What follows belongs to an exercise in optimizing a design on an open flow for small area, a short achievable clock period and few clock cycles per item; a production flow would make more cautious choices.
Where RTL was checked, it was by simulation tests only, not by an equivalence proof against the original.

==> inputs of v38 <==
==> flow/design.v (excerpt) <==
module peTop (
	input wire clk,
	input wire rstN,
	input wire cmdValid,
	input wire [2:0] cmdOp,
	input wire [16-1:0] cmdData,
	output logic cmdReady,
	output logic outValid,
	output logic [16-1:0] outData,
	input wire outReady
);
==> flow/config.mk <==
export PLATFORM = sky130hd
export DESIGN_NAME = peTop
export DESIGN_NICKNAME = peTop
export VERILOG_FILES = /design/flow/design.v
export SDC_FILE = /design/flow/constraint.sdc
export NUM_CORES = 4
export LEC_CHECK = 0
export CAP_MARGIN = 20
export CORE_MARGIN = 2
export CORE_UTILIZATION = 40
export CTS_CLUSTER_DIAMETER = 80
export CTS_CLUSTER_SIZE = 25
export SLEW_MARGIN = 20
export SYNTH_HIERARCHICAL = 1
==> flow/constraint.sdc <==
create_clock -name core_clock -period 9.0 [get_ports {clk}]
set_input_delay 1.8000 -clock core_clock [delete_from_list [all_inputs] [get_ports {clk}]]
set_output_delay 1.8000 -clock core_clock [all_outputs]
set_load 0.01 [all_outputs]
standard.sh (not shown) runs the stock make flow with config.mk's settings and CLKGATE_MAP_FILE= SYNTH_SCRIPT=/design/flow/synth_recipe.tcl, a recipe that flattens the netlist after the stock synthesis.
==> flow/flow/run.sh <==
#!/bin/bash
set -euo pipefail
MARGIN=$(cat flow/margin.txt)
bash standard.sh synth > synth.log 2>&1
bash standard.sh SETUP_SLACK_MARGIN="$MARGIN" finish > layout.log 2>&1
==> flow/flow/margin.txt <==
5.8
==> inputs of v23, as changes to v38 <==
--- a/flow/design.v
+++ b/flow/design.v
@@ -65,12 +65,11 @@
 	logic clr3;
 	logic [31:0] row0;
 	logic [31:0] row1;
 	logic [31:0] row2;
 	logic [31:0] acc;
-	logic [3:1] accC;
-	logic accClr;
+	logic accZ;
 	logic outVal;
 	logic outValidQ;
 	assign outValid = outValidQ;
 	logic [15:0] outQ;
 	assign outData = outQ;
@@ -133,35 +132,32 @@
 	wire waitOut = busy && (cnt == 4'd9);
 	wire divFinish = (lastStep || waitOut) && outFree;
 	logic capPend;
 	logic capClr;
 	wire capReq = act3 || capPend;
-	logic capNowQ;
-	wire capNow = capNowQ;
+	wire capNow = capReq && (!busy || ((lastStep || waitOut) && !outVal));
 	wire capPendN = capReq && !capNow;
 	logic busyN;
 	logic [3:0] cntN;
 	always_comb
 	begin
 		busyN = busy;
 		cntN = cnt;
 		if (capNow)
 		begin
 			busyN = 1'b1;
-			cntN = 4'd1;
+			cntN = '0;
 		end
 		else if (busy)
 		begin
 			if (divFinish)
 				busyN = 1'b0;
 			if (!waitOut)
 				cntN = cnt + 4'd1;
 		end
 	end
 	wire outValidN = divFinish || (outVal && !outReady);
-	wire capNowN = (act2 || capPendN) &&
-		(!busyN || (((cntN == 4'd8) || (cntN == 4'd9)) && !outValidN));
 	wire rDone = lastStep && dClr;
 	wire headIsRN = bFlush ? 1'b1 : (bPop ? 1'b0 : headIsR);
 	wire rValidN = bFlush ? 1'b0 : (rDone ? 1'b1 : rValid);
 	wire act2N = go1 && isAct1;
 	wire sumWaitN = capPendN || act2N || act2;
@@ -545,12 +541,11 @@
 	wire m_ha16_s, m_ha16_c;
 	csaHA u_m_ha16 (.a(m_pp6_15), .b(m_pp7_13), .s(m_ha16_s), .co(m_ha16_c));
 	assign prodRow0 = {1'b1, ~m_pp7_16, m_pp7_15, ~m_pp6_16, 1'b1, m_ha13_c, 1'b1, m_fa42_s, m_fc5_s, m_fa40_s, m_fc4_s, m_fa37_s, m_fc3_s, m_fa34_s, m_fa32_s, m_fa30_s, m_fa28_s, m_fa26_s, m_fa24_s, m_fa22_s, m_fa20_s, m_fa18_s, m_ha12_s, m_ha11_s, m_ha10_s, m_ha9_s, m_pp2_1, m_pp2_0, m_pp0_3, m_pp0_2, m_pp0_1, m_pp0_0};
 	assign prodRow1 = {1'b0, 1'b0, 1'b1, m_pp7_14, m_fa63_c, m_fa62_c, m_fa61_c, m_fa60_c, m_fa59_c, m_fa58_c, m_fa57_c, m_fa56_c, m_fa55_c, m_fa54_c, m_fa53_c, m_fa52_c, m_fa51_c, m_fa50_c, m_fa49_c, m_fa48_c, m_fa47_c, m_fa46_c, m_fa45_c, m_fa44_c, m_fa43_c, m_ha15_c, m_ha14_c, bNeg2[2], m_pp1_1, m_pp1_0, 1'b0, bNeg2[0]};
 	assign prodRow2 = {1'b0, 1'b0, 1'b0, m_ha16_c, m_ha16_s, m_fa63_s, m_fa62_s, m_fa61_s, m_fa60_s, m_fa59_s, m_fa58_s, m_fa57_s, m_fa56_s, m_fa55_s, m_fa54_s, m_fa53_s, m_fa52_s, m_fa51_s, m_fa50_s, m_fa49_s, m_fa48_s, m_fa47_s, m_fa46_s, m_fa45_s, m_fa44_s, m_fa43_s, m_ha15_s, m_ha14_s, 1'b0, bNeg2[1], 1'b0, 1'b0};
-	wire [31:0] accIn = accClr ? 32'd0 : acc;
-	wire [3:1] accCIn = accClr ? 3'd0 : accC;
+	wire [31:0] accIn = (capNow || accZ) ? 32'd0 : acc;
 	wire [31:0] accT0;
 	wire [31:0] accT1;
 	wire m_ha17_s, m_ha17_c;
 	csaHA u_m_ha17 (.a(row0[2]), .b(row1[2]), .s(m_ha17_s), .co(m_ha17_c));
 	wire m_ha18_s, m_ha18_c;
@@ -670,19 +665,13 @@
 	wire m_fa114_s, m_fa114_c;
 	csaFA u_m_fa114 (.a(row0[30]), .b(accIn[30]), .ci(m_ha19_c), .s(m_fa114_s), .co(m_fa114_c));
 	wire m_fc9_s = ~accIn[31];
 	assign accT0 = {m_fa114_c, m_fc8_c, m_fa113_c, m_fc7_c, m_fa112_c, m_fc6_c, m_fa111_c, m_fa110_c, m_fa109_c, m_fa108_c, m_fa107_c, m_fa106_c, m_fa105_c, m_fa104_c, m_fa103_c, m_fa102_c, m_fa101_c, m_fa100_c, m_fa99_c, m_fa98_c, m_fa97_c, m_fa96_c, m_fa95_c, m_fa94_c, m_fa93_c, m_fa92_c, m_fa91_c, m_fa90_c, m_fa89_c, m_ha21_c, m_ha20_c, accIn[0]};
 	assign accT1 = {m_fc9_s, m_fa114_s, m_fc8_s, m_fa113_s, m_fc7_s, m_fa112_s, m_fc6_s, m_fa111_s, m_fa110_s, m_fa109_s, m_fa108_s, m_fa107_s, m_fa106_s, m_fa105_s, m_fa104_s, m_fa103_s, m_fa102_s, m_fa101_s, m_fa100_s, m_fa99_s, m_fa98_s, m_fa97_s, m_fa96_s, m_fa95_s, m_fa94_s, m_fa93_s, m_fa92_s, m_fa91_s, m_fa90_s, m_fa89_s, m_ha21_s, m_ha20_s};
-	wire [8:0] accB0 = {1'b0, accT0[7:0]} + {1'b0, accT1[7:0]};
-	wire [8:0] accB1 = {1'b0, accT0[15:8]} + {1'b0, accT1[15:8]} + {8'd0, accCIn[1]};
-	wire [8:0] accB2 = {1'b0, accT0[23:16]} + {1'b0, accT1[23:16]} + {8'd0, accCIn[2]};
-	wire [7:0] accB3 = accT0[31:24] + accT1[31:24] + {7'd0, accCIn[3]};
-	wire [31:0] accSum = acc + {accC[3], 7'd0, accC[2], 7'd0, accC[1], 8'd0};
 	always_ff @(posedge clk)
 	begin
-		acc <= {accB3, accB2[7:0], accB1[7:0], accB0[7:0]};
-		accC <= {accB2[8], accB1[8], accB0[8]};
+		acc <= accT0 + accT1;
 		bNeg2 <= bNeg;
 		bOne2 <= bOne;
 		bTwo2 <= bTwo;
 		row0 <= prodRow0;
 		row1 <= prodRow1;
@@ -695,28 +684,26 @@
 			act2 <= 1'b0;
 			clr2 <= 1'b0;
 			act3 <= 1'b0;
 			clr3 <= 1'b0;
 			a2 <= '0;
-			accClr <= 1'b1;
-			capNowQ <= 1'b0;
+			accZ <= 1'b1;
 			capPend <= 1'b0;
 		end
 		else
 		begin
 			act2 <= act2N;
 			clr2 <= isCLR1;
 			act3 <= act2;
 			clr3 <= clr2;
 			a2 <= opA;
-			accClr <= capNowN;
-			capNowQ <= capNowN;
+			accZ <= 1'b0;
 			capPend <= capPendN;
 		end
 	end
-	wire ovf = !((&accSum[31:23]) || !(|accSum[31:23]));
-	wire [15:0] xSat = ovf ? (accSum[31] ? 16'h8000 : 16'h7fff) : accSum[23:8];
+	wire ovf = !((&dvs[15:7]) || !(|dvs[15:7]));
+	wire [15:0] xSat = ovf ? (dvs[15] ? 16'h8000 : 16'h7fff) : {dvs[7:0], rem[15:8]};
 	wire xNeg = xSat[15];
 	wire q7 = xNeg ? (!(&xSat[15:8]) || (xSat[7:0] == 8'd0)) : (|xSat[15:8]);
 	wire [15:0] mag = rem + {15'd0, dNeg};
 	wire [17:0] trial = {1'b0, rem, 1'b0} - {2'b0, dvs};
 	wire qBit = !trial[17];
@@ -732,18 +719,24 @@
 	always_ff @(posedge clk)
 	begin
 		if (act3)
 			capClr <= clr3;
 		if (capNow)
+			rem <= acc[15:0];
+		else if (cnt == 4'd0)
 			rem <= xSat ^ {16{xNeg}};
 		else if (cnt == 4'd1)
 			rem <= quo[0] ? {mag[15:8] - 8'd1, mag[7:0]} : {mag[14:0], 1'b0};
 		else
 			rem <= qBit ? trial[15:0] : {rem[14:0], 1'b0};
 		if (capNow)
 		begin
+			dvs <= acc[31:16];
 			dClr <= act3 ? clr3 : capClr;
+		end
+		else if (busy && (cnt == 4'd0))
+		begin
 			dNeg <= xNeg;
 			quo <= {7'd0, q7};
 		end
 		else if (busy && (cnt == 4'd1))
 			dvs <= mag + 16'd256;
==> flow/flow/margin.txt (replaced) <==
6.0
==> qor summary <==
quantity                                                                v38             v23
Run status                                                   finished clean  finished clean
Reg-to-reg critical path endpoint                                   outQ[1]         acc[29]
Final design instance area without fill                           35800 um2       37100 um2
Worst slew slack as a fraction of its limit                           25.1%           23.2%
Measured slew at the worst slew-check pin                           1120 ps         1150 ps
Global-route wire length before repair                            116000 um       125000 um
Fraction of layout instances using a drive strength above 1           13.5%           19.4%
Net total in the final layout                                          2631            2704
Average cell area after synthesis                                  13.7 um2        13.5 um2
Wire length on met1                                                33000 um        35100 um
Relative area change from synthesis to final layout                   9.55%           13.0%
DRC marker count from the first detailed-route iteration               1785            1963
Die outline area                                                  84000 um2       84500 um2
Wire length on met2                                                36800 um        39900 um
Hold WS                                                              357 ps          381 ps
Final design utilization                                              44.4%           45.4%
Share of the final layout cell area in sequential cells               50.4%           48.6%
Clock insertion delay at the later pin of the skew report            590 ps          620 ps
No run of this note included a check of the RTL's function; only the layout flow was run.


==> inputs of maple <==
Another version of the RTL of peTop (not shown whole).
export LEC_CHECK = 0
export CAP_MARGIN = 20
export CORE_MARGIN = 2
export CORE_UTILIZATION = 40
export SLEW_MARGIN = 20
create_clock -name core_clock -period 9.0 [get_ports {clk}]
==> flow/flow/margin.txt <==
6.0
Scripts as last shown in full above: flow/flow/run.sh
==> garnet (differences from maple) <==
--- a/flow/design.v
+++ b/flow/design.v
@@ -558,17 +558,14 @@
 	logic [7:0] bTwo2;
 	logic act3;
 	logic clr3;
 	logic [31:0] row0;
 	logic [31:0] row1;
 	logic [31:0] accS;
 	logic [31:0] accC;
-	logic outVal;
-	logic outValidQ;
-	assign outValid = outValidQ;
 	logic busy;
 	logic [3:0] cnt;
 	logic dNeg;
 	logic dClr;
 	logic [15:0] rem;
 	logic [15:0] dvs;
 	logic [7:0] quo;
@@ -615,78 +612,66 @@
 	wire bPop = go1 && isMAB1 && !bEmpty;
 	wire bFlush = go1 && isCLR1;
 	always_ff @(posedge clk)
 	begin
 		if (bPush)
 			bmem[bWr] <= d1;
 	end
-	wire outFree = !outVal || outReady;
+	wire outFree = !outValid || outReady;
 	wire lastStep = busy && (cnt == 4'd8);
 	wire waitOut = busy && (cnt == 4'd9);
-	wire divFinish = waitOut && outFree;
-	logic capPend;
-	logic capClr;
-	wire capReq = act3 || capPend;
-	wire capNow = capReq && (!busy || divFinish);
-	wire capPendN = capReq && !capNow;
+	wire divFinish = (lastStep || waitOut) && outFree;
 	logic busyN;
 	logic [3:0] cntN;
 	always_comb
 	begin
 		busyN = busy;
 		cntN = cnt;
-		if (capNow)
+		if (act3)
 		begin
 			busyN = 1'b1;
 			cntN = '0;
 		end
 		else if (busy)
 		begin
 			if (divFinish)
 				busyN = 1'b0;
 			if (!waitOut)
 				cntN = cnt + 4'd1;
 		end
 	end
-	wire outValidN = divFinish || (outVal && !outReady);
+	wire outValidN = divFinish || (outValid && !outReady);
 	wire rDone = lastStep && dClr;
 	wire headIsRN = bFlush ? 1'b1 : (bPop ? 1'b0 : headIsR);
 	wire rValidN = bFlush ? 1'b0 : (rDone ? 1'b1 : rValid);
 	wire act2N = go1 && isAct1;
-	wire sumWaitN = capPendN || act2N || act2;
-	wire divSoonN = !busyN || (((cntN == 4'd7) || (cntN == 4'd8) || (cntN == 4'd9)) && !outValidN);
-	wire actOkN = !sumWaitN;
-	wire macOkN = !sumWaitN || divSoonN;
+	wire actOkN = !act2N && !act2 && (!busyN || (((cntN == 4'd7) || (cntN == 4'd8)) && !outValidN));
 	wire pendRN = headIsRN && !rValidN;
 	wire acceptNow = cmdValid && !stall;
 	wire v1N = stall ? v1 : acceptNow;
 	wire [2:0] op1N = stall ? op1 : cmdOp;
 	wire stallN = v1N && (
 		(((op1N == ACT) || (op1N == ACTCLR)) && !actOkN) ||
-		(((op1N == MA) || (op1N == MAB) || (op1N == BIAS)) && !macOkN) ||
 		(((op1N == MAB) || (op1N == ACTCLR)) && pendRN));
-	logic rdyQ;
-	assign cmdReady = rdyQ;
+	assign cmdReady = !stall;
 	always_ff @(posedge clk or negedge rstN)
 	begin
 		if (!rstN)
 		begin
 			stall <= 1'b0;
-			rdyQ <= 1'b1;
 			v1 <= 1'b0;
 			bRd <= '0;
 			bWr <= '0;
 			bCnt <= '0;
 			headIsR <= 1'b0;
 			rValid <= 1'b0;
 		end
 		else
 		begin
 			stall <= stallN;
-			rdyQ <= !stallN;
 			v1 <= v1N;
 			headIsR <= headIsRN;
 			rValid <= rValidN;
 			if (bFlush)
 			begin
 				bRd <= bWr;
 				bWr <= bWr + 3'd1;
@@ -732,16 +717,15 @@
 	boothRows mulU (
 		.a(a2), .bNeg(bNeg2), .bOne(bOne2), .bTwo(bTwo2),
 		.row0(prodRow0), .row1(prodRow1)
 	);
 	wire [31:0] accSNext;
 	wire [31:0] accCNext;
 	csaAcc accU (
-		.row0(row0), .row1(row1),
-		.sIn(capNow ? 32'd0 : accS), .cIn(capNow ? 32'd0 : accC),
+		.row0(row0), .row1(row1), .sIn(accS), .cIn(accC),
 		.sOut(accSNext), .cOut(accCNext)
 	);
 	always_ff @(posedge clk)
 	begin
 		bNeg2 <= bNeg;
 		bOne2 <= bOne;
 		bTwo2 <= bTwo;
@@ -755,56 +739,47 @@
 			act2 <= 1'b0;
 			clr2 <= 1'b0;
 			act3 <= 1'b0;
 			clr3 <= 1'b0;
 			a2 <= '0;
 			accS <= '0;
 			accC <= '0;
-			capPend <= 1'b0;
 		end
 		else
 		begin
 			act2 <= act2N;
 			clr2 <= isCLR1;
 			act3 <= act2;
 			clr3 <= clr2;
 			a2 <= opA;
-			accS <= accSNext;
-			accC <= accCNext;
-			capPend <= capPendN;
+			accS <= act3 ? 32'd0 : accSNext;
+			accC <= act3 ? 32'd0 : accCNext;
 		end
 	end
 	wire [31:0] acc = accS + accC;
-	wire ovf = !((&dvs[15:7]) || !(|dvs[15:7]));
-	wire [15:0] xSat = ovf ? (dvs[15] ? 16'h8000 : 16'h7fff) : {dvs[7:0], rem[15:8]};
+	wire ovf = !((&acc[31:23]) || !(|acc[31:23]));
+	wire [15:0] xSat = ovf ? (acc[31] ? 16'h8000 : 16'h7fff) : acc[23:8];
 	wire [15:0] mag = dNeg ? -rem : rem;
-	wire q7 = |mag[15:8];
 	wire [17:0] trial = {1'b0, rem, 1'b0} - {2'b0, dvs};
 	wire qBit = !trial[17];
 	wire [7:0] quoStep = {quo[6:0], qBit};
-	wire [15:0] yFin = dNeg ? -{8'd0, quo} : {8'd0, quo};
+	wire [7:0] quoFin = waitOut ? quo : quoStep;
+	wire [15:0] yFin = dNeg ? -{8'd0, quoFin} : {8'd0, quoFin};
 	always_ff @(posedge clk)
 	begin
 		if (act3)
-			capClr <= clr3;
-		if (capNow)
-		begin
-			{dvs, rem} <= acc;
-			dClr <= act3 ? clr3 : capClr;
-		end
-		else if (busy && (cnt == 4'd0))
 		begin
 			rem <= xSat;
 			dNeg <= xSat[15];
+			dClr <= clr3;
 		end
-		else if (busy && (cnt == 4'd1))
+		else if (busy && (cnt == 4'd0))
 		begin
-			rem <= q7 ? {mag[15:8] - 8'd1, mag[7:0]} : {mag[14:0], 1'b0};
+			rem <= mag;
 			dvs <= mag + 16'd256;
-			quo <= {7'd0, q7};
 		end
 		else if (busy && !waitOut)
 		begin
 			rem <= qBit ? trial[15:0] : {rem[14:0], 1'b0};
 			quo <= quoStep;
 		end
 		if (rDone)
@@ -817,20 +792,18 @@
 	end
 	always_ff @(posedge clk or negedge rstN)
 	begin
 		if (!rstN)
 		begin
 			busy <= 1'b0;
 			cnt <= '0;
-			outVal <= 1'b0;
-			outValidQ <= 1'b0;
+			outValid <= 1'b0;
 		end
 		else
 		begin
 			busy <= busyN;
 			cnt <= cntN;
-			outVal <= outValidN;
-			outValidQ <= outValidN;
+			outValid <= outValidN;
 		end
 	end
 endmodule
 `default_nettype wire
==> flow/run.sh (new file) <==
#!/bin/bash
# synth_recipe.tcl (not shown) runs the flow's synth.tcl, then flattens the netlist and writes it again
# the make line also repeats each setting of config.mk as NAME=value (left out here)
make -C /OpenROAD-flow-scripts/flow DESIGN_CONFIG=/design/flow/config.mk WORK_HOME=/design/flow/orfs CLKGATE_MAP_FILE= SYNTH_SCRIPT=/design/flow/synth_recipe.tcl finish
removed: flow/flow/run.sh
removed: flow/flow/margin.txt
removed: flow/standard.sh
==> onyx (differences from maple) <==
--- a/flow/design.v
+++ b/flow/design.v
@@ -616,29 +616,24 @@
 	wire bFlush = go1 && isCLR1;
 	always_ff @(posedge clk)
 	begin
 		if (bPush)
 			bmem[bWr] <= d1;
 	end
 	wire outFree = !outVal || outReady;
-	wire lastStep = busy && (cnt == 4'd8);
-	wire waitOut = busy && (cnt == 4'd9);
+	wire lastStep = busy && (cnt == 4'd9);
+	wire waitOut = busy && (cnt == 4'd10);
 	wire divFinish = waitOut && outFree;
-	logic capPend;
-	logic capClr;
-	wire capReq = act3 || capPend;
-	wire capNow = capReq && (!busy || divFinish);
-	wire capPendN = capReq && !capNow;
 	logic busyN;
 	logic [3:0] cntN;
 	always_comb
 	begin
 		busyN = busy;
 		cntN = cnt;
-		if (capNow)
+		if (act3)
 		begin
 			busyN = 1'b1;
 			cntN = '0;
 		end
 		else if (busy)
 		begin
 			if (divFinish)
@@ -648,25 +643,21 @@
 		end
 	end
 	wire outValidN = divFinish || (outVal && !outReady);
 	wire rDone = lastStep && dClr;
 	wire headIsRN = bFlush ? 1'b1 : (bPop ? 1'b0 : headIsR);
 	wire rValidN = bFlush ? 1'b0 : (rDone ? 1'b1 : rValid);
 	wire act2N = go1 && isAct1;
-	wire sumWaitN = capPendN || act2N || act2;
-	wire divSoonN = !busyN || (((cntN == 4'd7) || (cntN == 4'd8) || (cntN == 4'd9)) && !outValidN);
-	wire actOkN = !sumWaitN;
-	wire macOkN = !sumWaitN || divSoonN;
+	wire actOkN = !act2N && !act2 && (!busyN || (((cntN == 4'd9) || (cntN == 4'd10)) && !outValidN));
 	wire pendRN = headIsRN && !rValidN;
 	wire acceptNow = cmdValid && !stall;
 	wire v1N = stall ? v1 : acceptNow;
 	wire [2:0] op1N = stall ? op1 : cmdOp;
 	wire stallN = v1N && (
 		(((op1N == ACT) || (op1N == ACTCLR)) && !actOkN) ||
-		(((op1N == MA) || (op1N == MAB) || (op1N == BIAS)) && !macOkN) ||
 		(((op1N == MAB) || (op1N == ACTCLR)) && pendRN));
 	logic rdyQ;
 	assign cmdReady = rdyQ;
 	always_ff @(posedge clk or negedge rstN)
 	begin
 		if (!rstN)
 		begin
@@ -732,16 +723,15 @@
 	boothRows mulU (
 		.a(a2), .bNeg(bNeg2), .bOne(bOne2), .bTwo(bTwo2),
 		.row0(prodRow0), .row1(prodRow1)
 	);
 	wire [31:0] accSNext;
 	wire [31:0] accCNext;
 	csaAcc accU (
-		.row0(row0), .row1(row1),
-		.sIn(capNow ? 32'd0 : accS), .cIn(capNow ? 32'd0 : accC),
+		.row0(row0), .row1(row1), .sIn(accS), .cIn(accC),
 		.sOut(accSNext), .cOut(accCNext)
 	);
 	always_ff @(posedge clk)
 	begin
 		bNeg2 <= bNeg;
 		bOne2 <= bOne;
 		bTwo2 <= bTwo;
@@ -755,56 +745,50 @@
 			act2 <= 1'b0;
 			clr2 <= 1'b0;
 			act3 <= 1'b0;
 			clr3 <= 1'b0;
 			a2 <= '0;
 			accS <= '0;
 			accC <= '0;
-			capPend <= 1'b0;
 		end
 		else
 		begin
 			act2 <= act2N;
 			clr2 <= isCLR1;
 			act3 <= act2;
 			clr3 <= clr2;
 			a2 <= opA;
-			accS <= accSNext;
-			accC <= accCNext;
-			capPend <= capPendN;
+			accS <= act3 ? 32'd0 : accSNext;
+			accC <= act3 ? 32'd0 : accCNext;
 		end
 	end
 	wire [31:0] acc = accS + accC;
 	wire ovf = !((&dvs[15:7]) || !(|dvs[15:7]));
 	wire [15:0] xSat = ovf ? (dvs[15] ? 16'h8000 : 16'h7fff) : {dvs[7:0], rem[15:8]};
 	wire [15:0] mag = dNeg ? -rem : rem;
-	wire q7 = |mag[15:8];
 	wire [17:0] trial = {1'b0, rem, 1'b0} - {2'b0, dvs};
 	wire qBit = !trial[17];
 	wire [7:0] quoStep = {quo[6:0], qBit};
 	wire [15:0] yFin = dNeg ? -{8'd0, quo} : {8'd0, quo};
 	always_ff @(posedge clk)
 	begin
 		if (act3)
-			capClr <= clr3;
-		if (capNow)
 		begin
 			{dvs, rem} <= acc;
-			dClr <= act3 ? clr3 : capClr;
+			dClr <= clr3;
 		end
 		else if (busy && (cnt == 4'd0))
 		begin
 			rem <= xSat;
 			dNeg <= xSat[15];
 		end
 		else if (busy && (cnt == 4'd1))
 		begin
-			rem <= q7 ? {mag[15:8] - 8'd1, mag[7:0]} : {mag[14:0], 1'b0};
+			rem <= mag;
 			dvs <= mag + 16'd256;
-			quo <= {7'd0, q7};
 		end
 		else if (busy && !waitOut)
 		begin
 			rem <= qBit ? trial[15:0] : {rem[14:0], 1'b0};
 			quo <= quoStep;
 		end
 		if (rDone)
==> flow/run.sh (new file) <==
#!/bin/bash
# synth_recipe.tcl (not shown) runs the flow's synth.tcl, then flattens the netlist and writes it again
# the make line also repeats each setting of config.mk as NAME=value (left out here)
make -C /OpenROAD-flow-scripts/flow DESIGN_CONFIG=/design/flow/config.mk WORK_HOME=/design/flow/orfs CLKGATE_MAP_FILE= SYNTH_SCRIPT=/design/flow/synth_recipe.tcl finish
removed: flow/flow/run.sh
removed: flow/flow/margin.txt
removed: flow/standard.sh
==> quartz (differences from maple) <==
--- a/flow/design.v
+++ b/flow/design.v
@@ -558,17 +558,14 @@
 	logic [7:0] bTwo2;
 	logic act3;
 	logic clr3;
 	logic [31:0] row0;
 	logic [31:0] row1;
 	logic [31:0] accS;
 	logic [31:0] accC;
-	logic outVal;
-	logic outValidQ;
-	assign outValid = outValidQ;
 	logic busy;
 	logic [3:0] cnt;
 	logic dNeg;
 	logic dClr;
 	logic [15:0] rem;
 	logic [15:0] dvs;
 	logic [7:0] quo;
@@ -615,78 +612,66 @@
 	wire bPop = go1 && isMAB1 && !bEmpty;
 	wire bFlush = go1 && isCLR1;
 	always_ff @(posedge clk)
 	begin
 		if (bPush)
 			bmem[bWr] <= d1;
 	end
-	wire outFree = !outVal || outReady;
+	wire outFree = !outValid || outReady;
 	wire lastStep = busy && (cnt == 4'd8);
 	wire waitOut = busy && (cnt == 4'd9);
-	wire divFinish = waitOut && outFree;
-	logic capPend;
-	logic capClr;
-	wire capReq = act3 || capPend;
-	wire capNow = capReq && (!busy || divFinish);
-	wire capPendN = capReq && !capNow;
+	wire divFinish = (lastStep || waitOut) && outFree;
 	logic busyN;
 	logic [3:0] cntN;
 	always_comb
 	begin
 		busyN = busy;
 		cntN = cnt;
-		if (capNow)
+		if (act3)
 		begin
 			busyN = 1'b1;
 			cntN = '0;
 		end
 		else if (busy)
 		begin
 			if (divFinish)
 				busyN = 1'b0;
 			if (!waitOut)
 				cntN = cnt + 4'd1;
 		end
 	end
-	wire outValidN = divFinish || (outVal && !outReady);
+	wire outValidN = divFinish || (outValid && !outReady);
 	wire rDone = lastStep && dClr;
 	wire headIsRN = bFlush ? 1'b1 : (bPop ? 1'b0 : headIsR);
 	wire rValidN = bFlush ? 1'b0 : (rDone ? 1'b1 : rValid);
 	wire act2N = go1 && isAct1;
-	wire sumWaitN = capPendN || act2N || act2;
-	wire divSoonN = !busyN || (((cntN == 4'd7) || (cntN == 4'd8) || (cntN == 4'd9)) && !outValidN);
-	wire actOkN = !sumWaitN;
-	wire macOkN = !sumWaitN || divSoonN;
+	wire actOkN = !act2N && !act2 && (!busyN || (((cntN == 4'd7) || (cntN == 4'd8)) && !outValidN));
 	wire pendRN = headIsRN && !rValidN;
 	wire acceptNow = cmdValid && !stall;
 	wire v1N = stall ? v1 : acceptNow;
 	wire [2:0] op1N = stall ? op1 : cmdOp;
 	wire stallN = v1N && (
 		(((op1N == ACT) || (op1N == ACTCLR)) && !actOkN) ||
-		(((op1N == MA) || (op1N == MAB) || (op1N == BIAS)) && !macOkN) ||
 		(((op1N == MAB) || (op1N == ACTCLR)) && pendRN));
-	logic rdyQ;
-	assign cmdReady = rdyQ;
+	assign cmdReady = !stall;
 	always_ff @(posedge clk or negedge rstN)
 	begin
 		if (!rstN)
 		begin
 			stall <= 1'b0;
-			rdyQ <= 1'b1;
 			v1 <= 1'b0;
 			bRd <= '0;
 			bWr <= '0;
 			bCnt <= '0;
 			headIsR <= 1'b0;
 			rValid <= 1'b0;
 		end
 		else
 		begin
 			stall <= stallN;
-			rdyQ <= !stallN;
 			v1 <= v1N;
 			headIsR <= headIsRN;
 			rValid <= rValidN;
 			if (bFlush)
 			begin
 				bRd <= bWr;
 				bWr <= bWr + 3'd1;
@@ -732,16 +717,15 @@
 	boothRows mulU (
 		.a(a2), .bNeg(bNeg2), .bOne(bOne2), .bTwo(bTwo2),
 		.row0(prodRow0), .row1(prodRow1)
 	);
 	wire [31:0] accSNext;
 	wire [31:0] accCNext;
 	csaAcc accU (
-		.row0(row0), .row1(row1),
-		.sIn(capNow ? 32'd0 : accS), .cIn(capNow ? 32'd0 : accC),
+		.row0(row0), .row1(row1), .sIn(accS), .cIn(accC),
 		.sOut(accSNext), .cOut(accCNext)
 	);
 	always_ff @(posedge clk)
 	begin
 		bNeg2 <= bNeg;
 		bOne2 <= bOne;
 		bTwo2 <= bTwo;
@@ -755,56 +739,47 @@
 			act2 <= 1'b0;
 			clr2 <= 1'b0;
 			act3 <= 1'b0;
 			clr3 <= 1'b0;
 			a2 <= '0;
 			accS <= '0;
 			accC <= '0;
-			capPend <= 1'b0;
 		end
 		else
 		begin
 			act2 <= act2N;
 			clr2 <= isCLR1;
 			act3 <= act2;
 			clr3 <= clr2;
 			a2 <= opA;
-			accS <= accSNext;
-			accC <= accCNext;
-			capPend <= capPendN;
+			accS <= act3 ? 32'd0 : accSNext;
+			accC <= act3 ? 32'd0 : accCNext;
 		end
 	end
 	wire [31:0] acc = accS + accC;
-	wire ovf = !((&dvs[15:7]) || !(|dvs[15:7]));
-	wire [15:0] xSat = ovf ? (dvs[15] ? 16'h8000 : 16'h7fff) : {dvs[7:0], rem[15:8]};
+	wire ovf = !((&acc[31:23]) || !(|acc[31:23]));
+	wire [15:0] xSat = ovf ? (acc[31] ? 16'h8000 : 16'h7fff) : acc[23:8];
 	wire [15:0] mag = dNeg ? -rem : rem;
-	wire q7 = |mag[15:8];
 	wire [17:0] trial = {1'b0, rem, 1'b0} - {2'b0, dvs};
 	wire qBit = !trial[17];
 	wire [7:0] quoStep = {quo[6:0], qBit};
-	wire [15:0] yFin = dNeg ? -{8'd0, quo} : {8'd0, quo};
+	wire [7:0] quoFin = waitOut ? quo : quoStep;
+	wire [15:0] yFin = dNeg ? -{8'd0, quoFin} : {8'd0, quoFin};
 	always_ff @(posedge clk)
 	begin
 		if (act3)
-			capClr <= clr3;
-		if (capNow)
-		begin
-			{dvs, rem} <= acc;
-			dClr <= act3 ? clr3 : capClr;
-		end
-		else if (busy && (cnt == 4'd0))
 		begin
 			rem <= xSat;
 			dNeg <= xSat[15];
+			dClr <= clr3;
 		end
-		else if (busy && (cnt == 4'd1))
+		else if (busy && (cnt == 4'd0))
 		begin
-			rem <= q7 ? {mag[15:8] - 8'd1, mag[7:0]} : {mag[14:0], 1'b0};
+			rem <= mag;
 			dvs <= mag + 16'd256;
-			quo <= {7'd0, q7};
 		end
 		else if (busy && !waitOut)
 		begin
 			rem <= qBit ? trial[15:0] : {rem[14:0], 1'b0};
 			quo <= quoStep;
 		end
 		if (rDone)
@@ -817,20 +792,18 @@
 	end
 	always_ff @(posedge clk or negedge rstN)
 	begin
 		if (!rstN)
 		begin
 			busy <= 1'b0;
 			cnt <= '0;
-			outVal <= 1'b0;
-			outValidQ <= 1'b0;
+			outValid <= 1'b0;
 		end
 		else
 		begin
 			busy <= busyN;
 			cnt <= cntN;
-			outVal <= outValidN;
-			outValidQ <= outValidN;
+			outValid <= outValidN;
 		end
 	end
 endmodule
 `default_nettype wire
==> flow/run.sh (new file) <==
#!/bin/bash
# synth_recipe.tcl (not shown) runs the flow's synth.tcl, then flattens the netlist and writes it again
# the make line also repeats each setting of config.mk as NAME=value (left out here)
make -C /OpenROAD-flow-scripts/flow DESIGN_CONFIG=/design/flow/config.mk WORK_HOME=/design/flow/orfs CLKGATE_MAP_FILE= SYNTH_SCRIPT=/design/flow/synth_recipe.tcl finish
==> flow/config.mk (replaced) <==
export PLATFORM = sky130hd
export DESIGN_NAME = peTop
export DESIGN_NICKNAME = peTop
export VERILOG_FILES = /design/flow/design.v
export SDC_FILE = /design/flow/constraint.sdc
export NUM_CORES = 4
export LEC_CHECK = 0
export ABC_CLOCK_PERIOD_IN_PS = 3000
export CAP_MARGIN = 20
export CORE_MARGIN = 2
export CORE_UTILIZATION = 40
export SETUP_SLACK_MARGIN = 5
export SLEW_MARGIN = 20
removed: flow/flow/run.sh
removed: flow/flow/margin.txt
removed: flow/standard.sh
==> impl_metrics.tcl <==
set metrics [dict create \
    crit_start "rem[7]" \
    status "complete, no violations" \
    nNonClkInverters 147 \
    nClkBuffers 100 \
]
# the run above: maple

==> impl_metrics.tcl <==
set metrics [dict create \
    nClkBuffers 92 \
    status "complete, no violations" \
    worstMarginPinSlew_ns 1.10 \
    diodes 1 \
    buf_share_pct 1.83 \
    via_per_inst 5.42 \
    r2r-end "bCnt[2]" \
    crit_start "stall" \
]
# the run above: onyx

==> impl_metrics.tcl <==
set metrics [dict create \
    status "complete, no violations" \
    worst_slack_ns 5.09 \
    synthSimpleGateAreaFrac_pct 6.14 \
    crit_start "stall" \
    nNonClkInverters 143 \
    nClkBuffers 102 \
    largest-register "wmem" \
    max-clock-path-buffers 3 \
]
# the run above: quartz

==> impl_metrics.tcl <==
set metrics [dict create \
    cts.repair.resized 0 \
    rrSetupSlack_ns 5.08 \
    use_met2_pct 29.7 \
    nClkBuffers 102 \
    numPortBuffers 40 \
    status "complete, no violations" \
    yosys_most_used_dff "edfxtp_1" \
    crit_start "rem[0]" \
    synth_mux_area_share_pct 8.53 \
]
# the run above: garnet

Testbench counts of garnet, summed over its fixed seeds: cycles 7,706, results 384.
Testbench counts of quartz, summed over its fixed seeds: cycles 7,706, results 384.
For maple and onyx, only the layout was checked, not whether the RTL still works.

## static timing again, ports no longer ideal
How much do the figures lean on ideal ports? The routed layouts below were timed once more, with nothing changed but the port constraints. Step 1 (the two cells are an assumption about what drives the block):
set clk [get_ports {clk}]
set_driving_cell -lib_cell sky130_fd_sc_hd__clkbuf_16 $clk
set_driving_cell -lib_cell sky130_fd_sc_hd__buf_2 [delete_from_list [all_inputs] $clk]
Step 2, shift: input delay + t, output delay - t, t = (earliest + latest rising clock arrival at the registers) / 2. This alone moves slack from input paths to output paths. Slacks: ideal / step 1 / step 2; pairs: ideal / step 1.
run | t, ns | setup WS [ns] | worst register clock-pin slew, ns
v38 | 0.632 | 5.809 / 5.801 / 5.575 | 0.10 / 0.10
v23 | 0.664 | 4.848 / 4.848 / 4.848 | 0.10 / 0.10
maple | 0.683 | 5.623 / 5.623 / 5.120 | 0.06 / 0.06
garnet | 0.676 | 5.078 / 5.033 / 5.078 | 0.06 / 0.06
onyx | 0.699 | 5.392 / 5.392 / 4.881 | 0.07 / 0.07
quartz | 0.679 | 5.093 / 5.029 / 5.244 | 0.06 / 0.06
After both steps setup and hold are still met in every run listed. The setup slack of onyx, which loses most, moves by 0.000 ns with the drivers and by -0.511 ns with both steps.
